Background: an optimization exercise with open tools, aiming at small area. Do not read the settings as production practice. Only simulation tests tie the RTL to the original design; equivalence was not proved. Power and IR drop assume default switching activity.

run 1:
==> flow/design.v <==
module qrd_oc_screen #(
  parameter int DW  = 17,
  parameter int TOL = 16
) (
  input  logic [DW-1:0] i_x,
  output logic          o_bad
);
  assign o_bad = i_x[DW-1] ? (i_x < DW'((1 << DW) - TOL))
                           : (i_x > DW'(TOL));
endmodule
module qrd_oc_sel2 #(
  parameter int W = 1
) (
  input  logic         i_sa,
  input  logic         i_sb,
  input  logic [W-1:0] i_a,
  input  logic [W-1:0] i_b,
  output logic [W-1:0] o_y
);
  assign o_y = ({W{i_sa}} & i_a) | ({W{i_sb}} & i_b);
endmodule
module qrd_oc_sel3 #(
  parameter int W = 1
) (
  input  logic         i_sa,
  input  logic         i_sb,
  input  logic         i_sc,
  input  logic [W-1:0] i_a,
  input  logic [W-1:0] i_b,
  input  logic [W-1:0] i_c,
  output logic [W-1:0] o_y
);
  assign o_y = ({W{i_sa}} & i_a) | ({W{i_sb}} & i_b) | ({W{i_sc}} & i_c);
endmodule
module qrd_out_collector #(
  parameter int DW      = 17,
  parameter int LATENCY = 6,
  parameter int TOL     = 16,
  parameter int CNT_W   = 12
) (
  input  logic                clk,
  input  logic                rst_n,
  input  logic                i_start,
  input  logic [CNT_W-1:0]    i_stream_len,
  input  logic [DW-1:0]       i_lane0,
  input  logic [DW-1:0]       i_lane1,
  input  logic [DW-1:0]       i_lane2,
  input  logic [DW-1:0]       i_lane3,
  output logic                o_mat_valid,
  input  logic                i_mat_ready,
  output logic [16*DW-1:0]    o_mat_data,
  output logic                o_mat_tri_err,
  output logic                o_busy,
  output logic                o_done,
  output logic                o_ovf
);
  localparam int NUM_LANES = 4;
  localparam int CW        = NUM_LANES*DW;
  localparam int MW        = NUM_LANES*CW;
  logic             r_busy, r_done, r_ovf;
  logic             r_vh, r_vs;           
  logic [1:0]       r_ph;                 
  logic [1:0]       r_w;                  
  logic [CNT_W-1:0] r_rem;                
  logic [3:0][CW-1:0] r_sr;               
  logic [2:0]         r_p;                
  logic [MW-1:0]      r_h, r_s;
  logic               r_he, r_se;
  logic [NUM_LANES-1:0][DW-1:0] w_lanes;
  logic [NUM_LANES-1:0] w_bad;
  logic w_start_acc, w_push, w_end;
  logic w_ls, w_hs, w_ha, w_hb, w_hc;
  logic [MW:0] w_s_d, w_h_d;
  assign w_lanes  = {i_lane3, i_lane2, i_lane1, i_lane0};
  assign w_bad[0] = 1'b0;    
  for (genvar r = 1; r < NUM_LANES; r++) begin : g_scr
    qrd_oc_screen #(.DW(DW), .TOL(TOL)) u_scr (
      .i_x   (r_sr[3][r*DW +: DW]),
      .o_bad (w_bad[r])
    );
  end
  always_ff @(posedge clk) begin
    r_sr <= {w_lanes, r_sr[3:1]};
    r_p  <= {r_p[1] | w_bad[3], r_p[0] | w_bad[3] | w_bad[2],
             w_bad[3] | w_bad[2] | w_bad[1]};
  end
  assign w_start_acc = !r_busy && i_start && (i_stream_len != '0);
  assign w_push      = r_busy && (r_ph == 2'd1) && !r_w[1];
  assign w_end       = r_busy && !r_w[1] && ({r_rem, r_ph} == {CNT_W'('1), 2'd0});
  always_ff @(posedge clk) begin
    if (w_start_acc) {r_rem, r_ph} <= {i_stream_len, 2'd2};
    else             {r_rem, r_ph} <= {r_rem, r_ph} - (CNT_W+2)'(1);
    if (w_start_acc)        r_w <= 2'b11;
    else if (r_ph == 2'd1)  r_w <= {r_w[0], 1'b0};
  end
  always_ff @(posedge clk or negedge rst_n) begin
    if (!rst_n) begin
      r_busy <= 1'b0;
      r_done <= 1'b0;
      r_ovf  <= 1'b0;
      r_vh   <= 1'b0;
      r_vs   <= 1'b0;
    end else begin
      r_busy <= r_busy ? !w_end : w_start_acc;
      r_done <= w_end || (!r_busy && i_start && (i_stream_len == '0));
      if (w_start_acc)                      r_ovf <= 1'b0;
      else if (w_push && r_vs && !i_mat_ready) r_ovf <= 1'b1;
      r_vh <= w_push || r_vs || (r_vh && !i_mat_ready);
      r_vs <= r_vh && (r_vs ? (w_push || !i_mat_ready) : (w_push && !i_mat_ready));
    end
  end
  assign w_ls = !r_vs || (r_vh && i_mat_ready);    
  assign w_hs = r_vs && !i_mat_ready;              
  assign w_ha = r_vs && i_mat_ready;               
  assign w_hb = !r_vs && (i_mat_ready || !r_vh);   
  assign w_hc = r_vh && !i_mat_ready;              
  qrd_oc_sel2 #(.W(MW+1)) u_s_sel (
    .i_sa (w_ls), .i_sb (w_hs),
    .i_a  ({r_p[2], r_sr}), .i_b ({r_se, r_s}),
    .o_y  (w_s_d)
  );
  qrd_oc_sel3 #(.W(MW+1)) u_h_sel (
    .i_sa (w_ha), .i_sb (w_hb), .i_sc (w_hc),
    .i_a  ({r_se, r_s}), .i_b ({r_p[2], r_sr}), .i_c ({r_he, r_h}),
    .o_y  (w_h_d)
  );
  always_ff @(posedge clk) begin
    {r_se, r_s} <= w_s_d;
    {r_he, r_h} <= w_h_d;
  end
  assign o_mat_valid   = r_vh;
  assign o_mat_data    = r_h;
  assign o_mat_tri_err = r_he;
  assign o_busy        = r_busy;
  assign o_done        = r_done;
  assign o_ovf         = r_ovf;
endmodule
clock: 5.0 ns
lec_check: 0
cap_margin: 20
core_margin: 2
core_utilization: 55
slew_margin: 20
synth_hierarchical: 1
synth_minimum_keep_size: 0
standard.sh (not shown) runs the stock make flow with config.mk's settings and CLKGATE_MAP_FILE= SYNTH_SCRIPT=/design/flow/synth_recipe.tcl, a recipe that flattens the netlist after the stock synthesis.
==> flow/flow/run.sh <==
#!/bin/bash
# The standard layout, with two changes: port buffers are the smallest buffer cell, and
# clock tree synthesis uses small clock buffers, larger sink clusters and no dummy loads.
set -euo pipefail
export BUFFER_PORTS_ARGS="-buffer_cell sky130_fd_sc_hd__buf_1"
export CTS_ARGS="-sink_clustering_enable -repair_clock_nets -dont_use_dummy_load -buf_list {sky130_fd_sc_hd__clkbuf_4 sky130_fd_sc_hd__clkbuf_8} -sink_clustering_size 18 -sink_clustering_max_diameter 45"
bash standard.sh > standard_flow.log 2>&1
Setup changes, run 1 to run 2
# run 1
export LEC_CHECK = 0
export CAP_MARGIN = 20
export CORE_MARGIN = 2
export CORE_UTILIZATION = 55
export SLEW_MARGIN = 20
export SYNTH_HIERARCHICAL = 1
export SYNTH_MINIMUM_KEEP_SIZE = 0
create_clock -name core_clock -period 5.0 [get_ports {clk}]
# run 2
export LEC_CHECK = 0
export CAP_MARGIN = 20
export CORE_MARGIN = 2
export CORE_UTILIZATION = 62
export SLEW_MARGIN = 20
export SYNTH_HIERARCHICAL = 1
export SYNTH_MINIMUM_KEEP_SIZE = 0
create_clock -name core_clock -period 5.0 [get_ports {clk}]
## What came out
- A critical path endpoint of r_h[14] is what run 1 shows, while r_h[182] belongs to run 2.
- Looking at layer with the highest usage, the met1 result is from run 1; the met2 one comes from run 2.
- Post-route fraction of the period consumed by the critical path in run 2 is 2.5 points higher than in run 1
- Diff run 2..run 1 | part of the Yosys area used for sequential elements | unchanged
- Going from run 1 to run 2, global placement routability congestion grew slightly.
Input changes introduced in run 3 (baseline for comparison: run 2):
# run 2
export LEC_CHECK = 0
export CAP_MARGIN = 20
export CORE_MARGIN = 2
export CORE_UTILIZATION = 62
export SLEW_MARGIN = 20
export SYNTH_HIERARCHICAL = 1
export SYNTH_MINIMUM_KEEP_SIZE = 0
create_clock -name core_clock -period 5.0 [get_ports {clk}]
# run 3
export LEC_CHECK = 0
export CAP_MARGIN = 20
export CORE_MARGIN = 2
export CORE_UTILIZATION = 55
export SLEW_MARGIN = 20
export SYNTH_HIERARCHICAL = 1
export SYNTH_MINIMUM_KEEP_SIZE = 0
create_clock -name core_clock -period 5.0 [get_ports {clk}]
==> flow/flow/run.sh <==
#!/bin/bash
# The standard layout, with two changes: port buffers are the smallest buffer cell, and
# clock tree synthesis uses small clock buffers, larger sink clusters and no dummy loads.
set -euo pipefail
export BUFFER_PORTS_ARGS="-buffer_cell sky130_fd_sc_hd__buf_1"
export CTS_ARGS="-sink_clustering_enable -repair_clock_nets -dont_use_dummy_load -buf_list {sky130_fd_sc_hd__clkbuf_4 sky130_fd_sc_hd__clkbuf_8} -sink_clustering_buffer sky130_fd_sc_hd__clkbuf_4 -sink_clustering_size 12 -sink_clustering_max_diameter 35"
bash standard.sh > standard_flow.log 2>&1
Notes after the runs:
- From run 2 to run 3 the numbers moved as follows: count of H-tree levels built during CTS essentially unchanged, via count increased about 2%.
- Compared with run 2, run 3 shows first-pass GRT wire length higher by 5.7%.
What run 4 does differently from run 3 at the input level:
==> flow/flow/run.sh <==
#!/bin/bash
# The standard layout, with two changes: port buffers are the smallest buffer cell, and
# clock tree synthesis uses small clock buffers, larger sink clusters and no dummy loads.
set -euo pipefail
export BUFFER_PORTS_ARGS="-buffer_cell sky130_fd_sc_hd__buf_1"
export CTS_ARGS="-sink_clustering_enable -repair_clock_nets -dont_use_dummy_load -buf_list {sky130_fd_sc_hd__clkbuf_4 sky130_fd_sc_hd__clkbuf_8} -sink_clustering_size 14 -sink_clustering_max_diameter 40"
bash standard.sh > standard_flow.log 2>&1
Findings:
Diff run 3 -> run 4: combinational gate power closely matched the old numbers; detailed-route wire length decreased by 0.36% relative to the old numbers. Of the two candidates, run 3 has the better area of all placed cells without fillers and run 4 the worse one. Diff run 3..run 4 | synthesized net count | negligible.

[separate check: timing with driven ports]
Ports are ideal in the flow. The routed layouts listed here were re-timed in OpenROAD.
Step 1 sets driving cells, clkbuf_16 on the clock port and buf_2 on the other inputs (assumed; they add their load-dependent delay and slew).
Step 2, shift: input delay + t, output delay - t, t = (earliest + latest rising clock arrival at the registers) / 2. This alone moves slack from input paths to output paths.
a / b / c = no drivers / after step 1 / after step 2; a / b = the first two.
run | t (ns) | setup slack, ns | worst register clock-pin slew, ns | worst data-port slew with drivers (ns)
run 1 | 0.695 | 2.595 / 2.591 / 1.924 | 0.10 / 0.10 | 0.09
run 2 | 0.661 | 2.467 / 2.489 / 1.828 | 0.11 / 0.11 | 0.10
run 3 | 0.700 | 2.634 / 2.612 / 1.960 | 0.12 / 0.12 | 0.08
run 4 | 0.688 | 2.652 / 2.639 / 1.985 | 0.09 / 0.09 | 0.08
After both steps every run listed still meets setup and hold. The setup slack of run 3, which loses most, moves by -0.022 ns with the drivers and by -0.674 ns with both steps.
